Source: an optimization exercise on an open RTL-to-GDS flow (aim: small area, a short achievable clock period and few clock cycles per item). Production flows keep margins and buffers that such runs may drop. Function was checked by simulation only, so behaviour that the tests miss may differ from the original. No activity file was given, so power comes from the tool's default toggle rates.

==> flow/design.v <==
`default_nettype none
package pred_pkg;
	localparam int PIX_W = 8;  
	localparam int BLK = 4;  
	localparam int WIN = BLK + 1;  
	localparam int FRAC_W = 3;  
	localparam int ROW_W = $clog2(BLK);  
	localparam int ADDR_W = 5;  
	localparam int H_W = PIX_W + FRAC_W;  
	localparam int STEPS = WIN;
	typedef logic [PIX_W-1:0] pixel_t;
	typedef logic [WIN*PIX_W-1:0] win_row_t;
	typedef logic [BLK*PIX_W-1:0] blk_row_t;
	typedef logic [BLK*H_W-1:0] h_row_t;
endpackage
`default_nettype wire
`timescale 1ns/10ps
`default_nettype none
module pred_fsm #(
	parameter int ADDR_W = pred_pkg::ADDR_W
) (
	input wire logic clk,
	input wire logic rst_i,
	input wire logic start_i,
	input wire logic [pred_pkg::FRAC_W-1:0] frac_x_i,
	input wire logic [pred_pkg::FRAC_W-1:0] frac_y_i,
	input wire logic [ADDR_W-1:0] blk_addr_i,
	input wire logic [7:0] pos_i,
	input wire logic phase_i,
	output logic early_o,
	output logic launch_o,
	output logic busy_o,
	output logic first_o,
	output logic [pred_pkg::FRAC_W-1:0] step_frac_x_o,
	output logic [pred_pkg::FRAC_W-1:0] vert_frac_y_o,
	output logic [(1 << (ADDR_W-1))-1:0] wr_pair_o,
	output logic wr_early_o
);
	localparam int FW = pred_pkg::FRAC_W;
	logic pend_q;
	logic start_acc;
	logic stage_busy;
	logic stage_free_next;
	logic a0;
	logic bearly_q;
	logic wearly_q;
	logic take;
	logic [FW-1:0] pfx_q;
	logic [FW-1:0] pfy_q;
	logic [ADDR_W-1:0] paddr_q;
	logic [FW-1:0] bfx_q;
	logic [FW-1:0] bfy_q;
	logic [ADDR_W-1:0] baddr_q;
	logic [FW-1:0] vfy_q;
	logic [(1 << (ADDR_W-1))-1:0] wpair_q;
	assign start_acc = start_i && !pend_q;
	assign stage_busy = |pos_i[4:0];
	assign stage_free_next = !(|pos_i[3:0]);
	assign a0 = pend_q ? paddr_q[0] : blk_addr_i[0];
	assign early_o = start_acc && !stage_busy && (phase_i != blk_addr_i[0]);
	assign launch_o = (pend_q || start_acc) && !early_o && stage_free_next && (phase_i == a0);
	assign take = early_o || launch_o;
	assign busy_o = pend_q;
	assign first_o = pos_i[0] || !stage_busy;
	always_ff @(posedge clk) begin
		if (rst_i) begin
			pend_q <= 1'b0;
		end else begin
			pend_q <= (pend_q || start_acc) && !early_o && !launch_o;
		end
	end
	always_ff @(posedge clk) begin
		if (start_acc) begin
			pfx_q <= frac_x_i;
			pfy_q <= frac_y_i;
			paddr_q <= blk_addr_i;
		end
	end
	always_ff @(posedge clk) begin
		if (take) begin
			bfx_q <= pend_q ? pfx_q : frac_x_i;
			bfy_q <= pend_q ? pfy_q : frac_y_i;
			baddr_q <= pend_q ? paddr_q : blk_addr_i;
			bearly_q <= early_o;
		end
	end
	always_ff @(posedge clk) begin
		if (pos_i[1]) begin
			vfy_q <= bfy_q;  
		end
		if (pos_i[3]) begin
			wpair_q <= (1 << (ADDR_W-1))'(1) << baddr_q[ADDR_W-1:1];
			wearly_q <= bearly_q;
		end
	end
	assign step_frac_x_o = stage_busy ? bfx_q : frac_x_i;
	assign vert_frac_y_o = vfy_q;
	assign wr_pair_o = wpair_q;
	assign wr_early_o = wearly_q;
endmodule
`default_nettype wire
`timescale 1ns/10ps
`default_nettype none
module pred_step_counter (
	input wire logic clk,
	input wire logic rst_i,
	input wire logic launch_i,  
	input wire logic early_i,  
	input wire logic wr_early_i,  
	output logic [7:0] pos_o,
	output logic [pred_pkg::BLK-1:0] wr_rows_o,  
	output logic done_o
);
	logic [7:0] pos_q;
	logic done_dly_q;
	assign pos_o = pos_q;
	assign wr_rows_o = pos_q[7:4];
	always_ff @(posedge clk) begin
		if (rst_i) begin
			pos_q <= '0;
			done_o <= 1'b0;
			done_dly_q <= 1'b0;
		end else begin
			pos_q <= {pos_q[6:1], pos_q[0] | early_i, launch_i};
			done_o <= (pos_q[7] && !wr_early_i) || done_dly_q;
			done_dly_q <= pos_q[7] && wr_early_i;
		end
	end
endmodule
`default_nettype wire
`timescale 1ns/10ps
`default_nettype none
module ref_window (
	input wire logic clk,
	input wire logic row_wr_i,
	input wire logic [2:0] row_idx_i,
	input wire pred_pkg::win_row_t row_data_i,
	input wire logic first_i,
	output pred_pkg::win_row_t row_o
);
	localparam int WIN = pred_pkg::WIN;
	pred_pkg::win_row_t rows [WIN];
	pred_pkg::win_row_t copy [1:WIN-1];
	always_ff @(posedge clk) begin
		for (int i = 0; i < WIN; i++) begin
			if (row_wr_i && (row_idx_i == 3'(i))) begin
				rows[i] <= row_data_i;
			end
		end
	end
	always_ff @(posedge clk) begin
		for (int i = 1; i < WIN-1; i++) begin
			copy[i] <= first_i ? rows[i] : copy[i+1];
		end
		copy[WIN-1] <= rows[WIN-1];  
	end
	assign row_o = first_i ? rows[0] : copy[1];
endmodule
`default_nettype wire
`timescale 1ns/10ps
`default_nettype none
module bilinear_interp (
	input wire logic clk,
	input wire logic [pred_pkg::FRAC_W-1:0] frac_x_i,
	input wire logic [pred_pkg::FRAC_W-1:0] frac_y_i,
	input wire pred_pkg::win_row_t row_i,
	output pred_pkg::blk_row_t wr_pix_o
);
	localparam int PW = pred_pkg::PIX_W;
	localparam int BLK = pred_pkg::BLK;
	localparam int HW = pred_pkg::H_W;
	localparam int VW = HW + 3;
	function automatic logic [2*VW-1:0] csa(input logic [VW-1:0] x, input logic [VW-1:0] y,
		input logic [VW-1:0] z);
		logic [VW-1:0] maj;
		maj = (x & y) | (x & z) | (y & z);
		csa = {maj << 1, x ^ y ^ z};
	endfunction
	logic [HW-1:0] hs_q [BLK];
	logic [HW-1:0] hc_q [BLK];
	logic [HW-1:0] h_q [BLK];  
	logic [HW-1:0] h_p [BLK];  
	pred_pkg::blk_row_t pix_n_q;
	always_ff @(posedge clk) begin
		for (int c = 0; c < BLK; c++) begin
			logic [PW-1:0] a;
			logic [PW-1:0] b;
			logic [VW-1:0] t [4];
			logic [2*VW-1:0] l1;
			logic [2*VW-1:0] l2;
			logic [VW-1:0] sum;
			a = row_i[c*PW +: PW];
			b = row_i[(c+1)*PW +: PW];
			t[0] = VW'(a);
			t[1] = VW'(frac_x_i[0] ? b : a);
			t[2] = (VW'(frac_x_i[1] ? b : a) << 1) | VW'(1);
			t[3] = (VW'(frac_x_i[2] ? b : a) << 2) | VW'(3);
			l1 = csa(t[0], t[1], t[2]);
			l2 = csa(l1[VW-1:0], l1[2*VW-1:VW], t[3]);
			hs_q[c] <= l2[HW-1:0];
			hc_q[c] <= l2[VW +: HW];
			h_q[c] <= hs_q[c] + hc_q[c];
			h_p[c] <= h_q[c];
			t[0] = VW'(h_p[c]);
			t[1] = VW'(frac_y_i[0] ? h_q[c] : h_p[c]);
			t[2] = VW'(frac_y_i[1] ? h_q[c] : h_p[c]) << 1;
			t[3] = VW'(frac_y_i[2] ? h_q[c] : h_p[c]) << 2;
			l1 = csa(t[0], t[1], t[2]);
			l2 = csa(l1[VW-1:0], l1[2*VW-1:VW], t[3]);
			sum = l2[VW-1:0] + l2[2*VW-1:VW];
			pix_n_q[c*PW +: PW] <= ~sum[6 +: PW];
		end
	end
	assign wr_pix_o = ~pix_n_q;
endmodule
`default_nettype wire
`timescale 1ns/10ps
`default_nettype none
module pred_out_store #(
	parameter int ADDR_W = pred_pkg::ADDR_W
) (
	input wire logic clk,
	input wire logic [pred_pkg::BLK-1:0] wr_rows_i,  
	input wire logic [(1 << (ADDR_W-1))-1:0] wr_pair_i,  
	input wire pred_pkg::blk_row_t wr_pix_i,
	input wire logic [ADDR_W-1:0] rd_addr_i,
	output logic phase_o,
	output logic [pred_pkg::BLK*pred_pkg::BLK*pred_pkg::PIX_W-1:0] pred_o
);
	localparam int BLK = pred_pkg::BLK;
	localparam int NP = 1 << (ADDR_W - 1);
	localparam int BW = BLK*BLK*pred_pkg::PIX_W;
	localparam int ROWB = BLK*pred_pkg::PIX_W;
	logic phase_q;
	logic [BW-1:0] slot_x [NP];
	logic [BW-1:0] slot_y [NP];
	logic [NP-1:0] sel_x;
	logic [NP-1:0] sel_y;
	logic [BW-1:0] rd_data;
	always_ff @(posedge clk) begin
		phase_q <= ~phase_q;
	end
	assign phase_o = phase_q;
	for (genvar m = 0; m < NP; m++) begin : g_pair
		for (genvar r = 0; r < BLK; r++) begin : g_row
			logic ins;
			assign ins = wr_rows_i[r] && wr_pair_i[m];
			if (r % 2 == 0) begin : g_even
				always_ff @(posedge clk) begin
					slot_x[m][r*ROWB +: ROWB] <= ins ? wr_pix_i : slot_y[m][r*ROWB +: ROWB];
					slot_y[m][r*ROWB +: ROWB] <= slot_x[m][r*ROWB +: ROWB];
				end
			end else begin : g_odd
				always_ff @(posedge clk) begin
					slot_x[m][r*ROWB +: ROWB] <= slot_y[m][r*ROWB +: ROWB];
					slot_y[m][r*ROWB +: ROWB] <= ins ? wr_pix_i : slot_x[m][r*ROWB +: ROWB];
				end
			end
		end
		assign sel_x[m] = (rd_addr_i[ADDR_W-1:1] == (ADDR_W-1)'(m)) && (rd_addr_i[0] == phase_q);
		assign sel_y[m] = (rd_addr_i[ADDR_W-1:1] == (ADDR_W-1)'(m)) && (rd_addr_i[0] != phase_q);
	end
	always_comb begin
		rd_data = '0;
		for (int m = 0; m < NP; m++) begin
			rd_data = rd_data | ({BW{sel_x[m]}} & slot_x[m]) | ({BW{sel_y[m]}} & slot_y[m]);
		end
	end
	always_ff @(posedge clk) begin
		pred_o <= rd_data;  
	end
endmodule
`default_nettype wire
`timescale 1ns/10ps
`default_nettype none
module inter_pred_top #(
	parameter int ADDR_W = pred_pkg::ADDR_W
) (
	input wire logic clk,
	input wire logic rst_i,
	input wire logic ref_row_wr_i,
	input wire logic [2:0] ref_row_idx_i,
	input wire pred_pkg::win_row_t ref_row_i,
	input wire logic start_i,
	input wire logic [ADDR_W-1:0] blk_addr_i,
	input wire logic [pred_pkg::FRAC_W-1:0] frac_x_i,
	input wire logic [pred_pkg::FRAC_W-1:0] frac_y_i,
	output logic busy_o,
	output logic done_o,
	input wire logic [ADDR_W-1:0] rd_addr_i,
	output logic [pred_pkg::BLK*pred_pkg::BLK*pred_pkg::PIX_W-1:0] pred_o
);
	logic launch;
	logic early;
	logic first;
	logic [7:0] pos;
	logic phase;
	logic wr_early;
	pred_pkg::win_row_t row;
	logic [pred_pkg::FRAC_W-1:0] step_frac_x;
	logic [pred_pkg::FRAC_W-1:0] vert_frac_y;
	logic [pred_pkg::BLK-1:0] wr_rows;
	logic [(1 << (ADDR_W-1))-1:0] wr_pair;
	pred_pkg::blk_row_t wr_pix;
	pred_fsm #(.ADDR_W(ADDR_W)) u_fsm (
		.clk(clk),
		.rst_i(rst_i),
		.start_i(start_i),
		.frac_x_i(frac_x_i),
		.frac_y_i(frac_y_i),
		.blk_addr_i(blk_addr_i),
		.pos_i(pos),
		.phase_i(phase),
		.early_o(early),
		.launch_o(launch),
		.busy_o(busy_o),
		.first_o(first),
		.step_frac_x_o(step_frac_x),
		.vert_frac_y_o(vert_frac_y),
		.wr_pair_o(wr_pair),
		.wr_early_o(wr_early)
	);
	pred_step_counter u_counter (
		.clk(clk),
		.rst_i(rst_i),
		.launch_i(launch),
		.early_i(early),
		.wr_early_i(wr_early),
		.pos_o(pos),
		.wr_rows_o(wr_rows),
		.done_o(done_o)
	);
	ref_window u_window (
		.clk(clk),
		.row_wr_i(ref_row_wr_i),
		.row_idx_i(ref_row_idx_i),
		.row_data_i(ref_row_i),
		.first_i(first),
		.row_o(row)
	);
	bilinear_interp u_interp (
		.clk(clk),
		.frac_x_i(step_frac_x),
		.frac_y_i(vert_frac_y),
		.row_i(row),
		.wr_pix_o(wr_pix)
	);
	pred_out_store #(.ADDR_W(ADDR_W)) u_store (
		.clk(clk),
		.wr_rows_i(wr_rows),
		.wr_pair_i(wr_pair),
		.wr_pix_i(wr_pix),
		.rd_addr_i(rd_addr_i),
		.phase_o(phase),
		.pred_o(pred_o)
	);
endmodule
`default_nettype wire
==> flow/run.sh <==
#!/bin/bash
# synth_recipe.tcl (not shown) runs the flow's synth.tcl, then flattens the netlist and writes it again
# the make line also repeats each setting of config.mk as NAME=value (left out here)
make -C /OpenROAD-flow-scripts/flow DESIGN_CONFIG=/design/flow/config.mk WORK_HOME=/design/flow/orfs CLKGATE_MAP_FILE= SYNTH_SCRIPT=/design/flow/synth_recipe.tcl finish
==> flow/config.mk <==
export PLATFORM = sky130hd
export DESIGN_NAME = inter_pred_top
export DESIGN_NICKNAME = inter_pred_top
export VERILOG_FILES = /design/flow/design.v
export SDC_FILE = /design/flow/constraint.sdc
export NUM_CORES = 4
export LEC_CHECK = 0
export CAP_MARGIN = 20
export CORE_MARGIN = 2
export CORE_UTILIZATION = 40
export CTS_CLUSTER_DIAMETER = 80
export CTS_CLUSTER_SIZE = 30
export PLACE_DENSITY = 0.7
export SETUP_SLACK_MARGIN = 4.7
export SLEW_MARGIN = 20
==> flow/constraint.sdc <==
create_clock -name core_clock -period 8.0 [get_ports {clk}]
set_input_delay 1.6000 -clock core_clock [delete_from_list [all_inputs] [get_ports {clk}]]
set_output_delay 1.6000 -clock core_clock [all_outputs]
set_load 0.01 [all_outputs]
==> reports/metrics.cfg <==
[placed_design]
place_ws_ns = 2.85
gp_congestion = 0.832
hpwl_um = 264000
io_buffers = 192

[yosys]
async_flop_share = 0
ys_top_cells_by_area = dfxtp_1, a22oi_1, a21oi_1, edfxtp_1, nor2_1
synth_top_area_frac = 0.603
yosys.area_share.simple = 0.0877
synth_edf_count = 242
yosysTopAreaCell = dfxtp_1
synthCells = 14000
yosysSeqAreaShare = 0.651
synthAdderAreaFrac = 0.0253
synthXorXnorAreaFrac = 0.00314
syn_area_per_cell_um2 = 10.9
synth_top_family_by_area = compound AO/OA/AOI/OAI gates
synth_compound_area_frac = 0.174
yosysWarnings = 17
synth_fp_nets = 14300
ys_ff_latch = 4834
synth_cell_type_count = 54
synthMuxAreaShare = 0.0272
netlist_area_mm2 = 0.152
synth_flop_cell = dfxtp_1

[critical_path]
crit_fanout = 6
cp.required_ns = 8.79
critPathKind = flop to flop
r2r_cells = 12
worstPathArrival_ns = 4.51
cp-end-kind = flop
r2r-start = u_fsm.vfy_q[0]
start_kind = flop
ff2ff_setup_slack_ns = 4.28
reg2reg_to = u_interp.pix_n_q[22]

[floorplanning]
fp.dieW_um = 621
core_area_mm2 = 0.379
dieArea_mm2 = 0.386
std_cell_rows = 226
start_util = 0.402
chipHeight_um = 621
ioPinCount = 193

[global_route]
antenna_found_initial = 29
grt_pass1_wl_um = 731000
grt-ovfl-total = 0
grt_max_degree = 87
grt_pass1_vias = 105000
grt.total_usage = 0.252

[pwr]
internal-power_w = 0.0364
comb_power_share = 0.247
leakagePower_nw = 62.1
clockPowerShare = 0.226
peakVddDrop_mv = 0.529
seq_power_share = 0.526
power_w = 0.0531
p_sw_frac = 0.314
power_density_mw_per_mm2 = 318
power_switching_w = 0.0167

[drt]
drc = 0
wl_per_cell_um = 27.5
drtIter0Drc = 16500
drt_wl_total_um = 514000
postRouteAntennaNets = 0
viasPerCell = 5.94
firstDrtPassIters = 7
vias = 111000

[status]
status = no timing/DRC/antenna violations

[min_path]
whs_endpoint = u_store.slot_x[11][33]
min_from = u_store.slot_y[11][33]
hp-class = flop to flop
min_path_cells = 0

[final_layout]
drive_above_1_share = 0.0904
area_delta_synth_final_pct = 9.41
layout.nets = 13900
final_core_util = 0.440
filler_cell_count = 34800

[clock_network]
numClockSinks = 4834
htreeDepth = 4
clk_pin_slew_ns = 0.11
numCtsBuffers = 190
clkLatencyLatePin_ns = 1.02
cts_root_buf = clkbuf_16
clock_path_buffers = 4
cts_tree = done

[sta]
layout_setup_ws_ns = 4.28
finalHoldViolCount = 0
worstMarginPinSlew_ns = 1.20
slew_headroom = 0.198
grt_setup_unrepaired = true
period_share = 0.465
setup_tns_ns = 0
fin_skew_ns = 0.129
finalSetupViolations = 0
fmax_mhz = 269
drv_slew = 0
finalCriticalPeriod_ns = 3.72

[flow_run]
maxCapViolations = 0

## registers in the layout (all words and copies together) (netlist names), 4 cells and up
name              cells
u_window.copy       160
u_interp.h_q         44
u_interp.h_p         44
u_fsm.baddr_q         4
u_store.pred_o      128
u_window.rows       200
u_store.slot_y     2048
u_store.slot_x     2048
u_interp.hs_q        40
u_fsm.paddr_q         5
u_counter.pos_q       8
u_fsm.wpair_q        16
u_interp.hc_q        36
u_interp.pix_n_q     32
## kinds of logic (layout without fill, tap and decap cells)
family | count (synthesis) | after routing
mux | 380 | 380
simple gates | 3069 | 3070
flops | 4834 | 4834
other cells | 0 | 23
xor+xnor | 53 | 53
fa+ha+maj | 224 | 224
buf+inv | 1282 | 858
compound gates | 4202 | 4202
## cells in the mapped netlist, drive strengths merged (2+ instances only)
library cell	n
a211o	2
a21o	15
a21oi	1562
a221oi	51
a22o	51
a22oi	1946
a31oi	2
a41oi	2
and2	48
buf	316
clkbuf	847
dfxtp	4592
edfxtp	242
fa	140
ha	84
inv	119
mux2	268
mux2i	112
nand2	644
nand2b	12
nand3	51
nand4	451
nand4b	4
nor2	1676
nor2b	16
nor3	64
nor4	3
nor4bb	2
o211a	2
o211ai	2
o21a	5
o21ai	547
o32ai	4
o41a	3
o41ai	3
or2	7
or3	6
or4	82
xnor2	35
xor2	18
## cell type report
| cell class | count | area, µm² | share of cell area |
|---|---|---|---|
| repair buffers | 504 | 5470 | 0.0328 |
| clock inverters | 27 | 412 | 0.00247 |
| clock buffers | 208 | 4890 | 0.0293 |
| well taps | 5016 | 6280 | 0.0376 |
| inverters | 119 | 447 | 0.00268 |
| multi-input cells | 7929 | 49700 | 0.298 |
| diodes | 23 | 57.6 | 0.000345 |
| flip-flops and latches | 4834 | 99600 | 0.597 |
## cells in the final DEF (no fill, tap or decap), types with 23 or more instances in the layout
master,synthesis,final
buf_2,92,29
xnor2_1,34,31
ha_1,84,74
buf_6,1,34
and2_4,0,48
mux2i_1,112,76
nor2_1,1676,1671
diode_2,0,23
dlygate4sd2_1,0,61
clkdlybuf4s15_2,0,23
nor3_1,64,30
a22o_1,51,51
a221oi_1,46,46
buf_4,1,196
buf_12,0,44
nand2_1,644,626
mux2_2,268,246
or4_1,82,82
clkbuf_16,0,194
mux2i_2,0,27
nand3_1,51,51
fa_1,140,121
edfxtp_1,242,242
inv_1,119,118
o21ai_0,547,535
nand4_1,451,451
a21oi_1,1562,1554
a22oi_1,1946,1945
dfxtp_4,0,81
dfxtp_2,0,64
clkdlybuf4s50_1,0,57
dfxtp_1,4592,4447
## repair_timing
| item | CTS | global route |
|---|---|---|
| pin swaps | 38 | 31 |
| buffers inserted | 78 | 9 |
| hold buffers | 0 | 0 |
| endpoints found under the setup margin | 387 | 169 |
| gates cloned | 24 | 2 |
| hold endpoints to repair | 0 | 0 |
| resized for setup | 648 | 66 |
## power by group through the flow
stage / sequential, W / clock (W) / combinational [W]
floorplan: 0.0278 / 0 / 0.00784
global placement: 0.0284 / 0 / 0.0106
detailed placement: 0.0284 / 0 / 0.0108
CTS: 0.0279 / 0.0120 / 0.0118
global route: 0.0281 / 0.0129 / 0.0143
finish: 0.0279 / 0.0120 / 0.0131
## worst max-delay path by stage
| stage | to | slack [ns] | startpoint | depth (start not counted) |
|---|---|---|---|---|
| floorplan | u_interp.hs_q[0][7] | 4.45 | frac_x_i[1] | 6 |
| global placement | u_store.pred_o[23] | 2.91 | rd_addr_i[0] | 8 |
| detailed placement | u_store.pred_o[127] | 2.85 | rd_addr_i[0] | 8 |
| CTS | u_interp.pix_n_q[22] | 4.30 | u_fsm.vfy_q[0] | 11 |
| global route | u_interp.pix_n_q[22] | 4.19 | u_fsm.vfy_q[0] | 12 |
| finish | u_interp.pix_n_q[22] | 4.28 | u_fsm.vfy_q[0] | 12 |
## per-layer routing
layer	vias to the layer above	global-route usage	part of all wire
met3	1270	0.0432	0.11
met5	-	0	0.00015
met4	12	0.104	0.049
met1	54100	0.344	0.40
li1	48700	-	-
met2	6884	0.398	0.44
## worst max-delay path, stage by stage, from the launching register on
cell and delay (ns):
edfxtp_1 0.43, buf_12 0.17, buf_12 0.13, buf_4 0.12
mux2_2 0.27, fa_1 0.40, fa_1 0.51, ha_1 0.33
nand4b_1 0.12, o32ai_2 0.31, o211a_4 0.25, a41oi_2 0.19
xnor2_4 0.35
## through the flow
stage               instances  hold WS, ns  instance area [µm²]
finish                  18700        0.230               167000
global route            18600        0.258               167000
CTS                     18600        0.230               166000
detailed placement      18300        0.312               159000
global placement        18300        0.314               159000
floorplan               14000        0.310               153000
Testbench counts, summed over its fixed seeds: cycles 1,608, blocks 256.

==> afterwards: timing with drivers on the ports <==
In the flow no input, the clock included, has a driving cell. The finished layout below was timed again as built, in two steps.
Step 1, drivers: a clkbuf_16 drives clk and a buf_2 each remaining input, both assumed.
Step 2, shift: input delay + t, output delay - t, t = (earliest + latest rising clock arrival at the registers) / 2. This alone moves slack from input paths to output paths.
a / b / c = ideal / step 1 / step 2; a / b = the first two.
t, ns: 1.056
setup WS [ns]: 4.280 / 4.280 / 3.593
worst setup path at the end: input to register
clock arrival spread, ns: 0.142 / 0.142
After both steps setup and hold are still met in this run. The setup slack of this run moves by 0.000 ns with the drivers and by -0.687 ns with both steps.
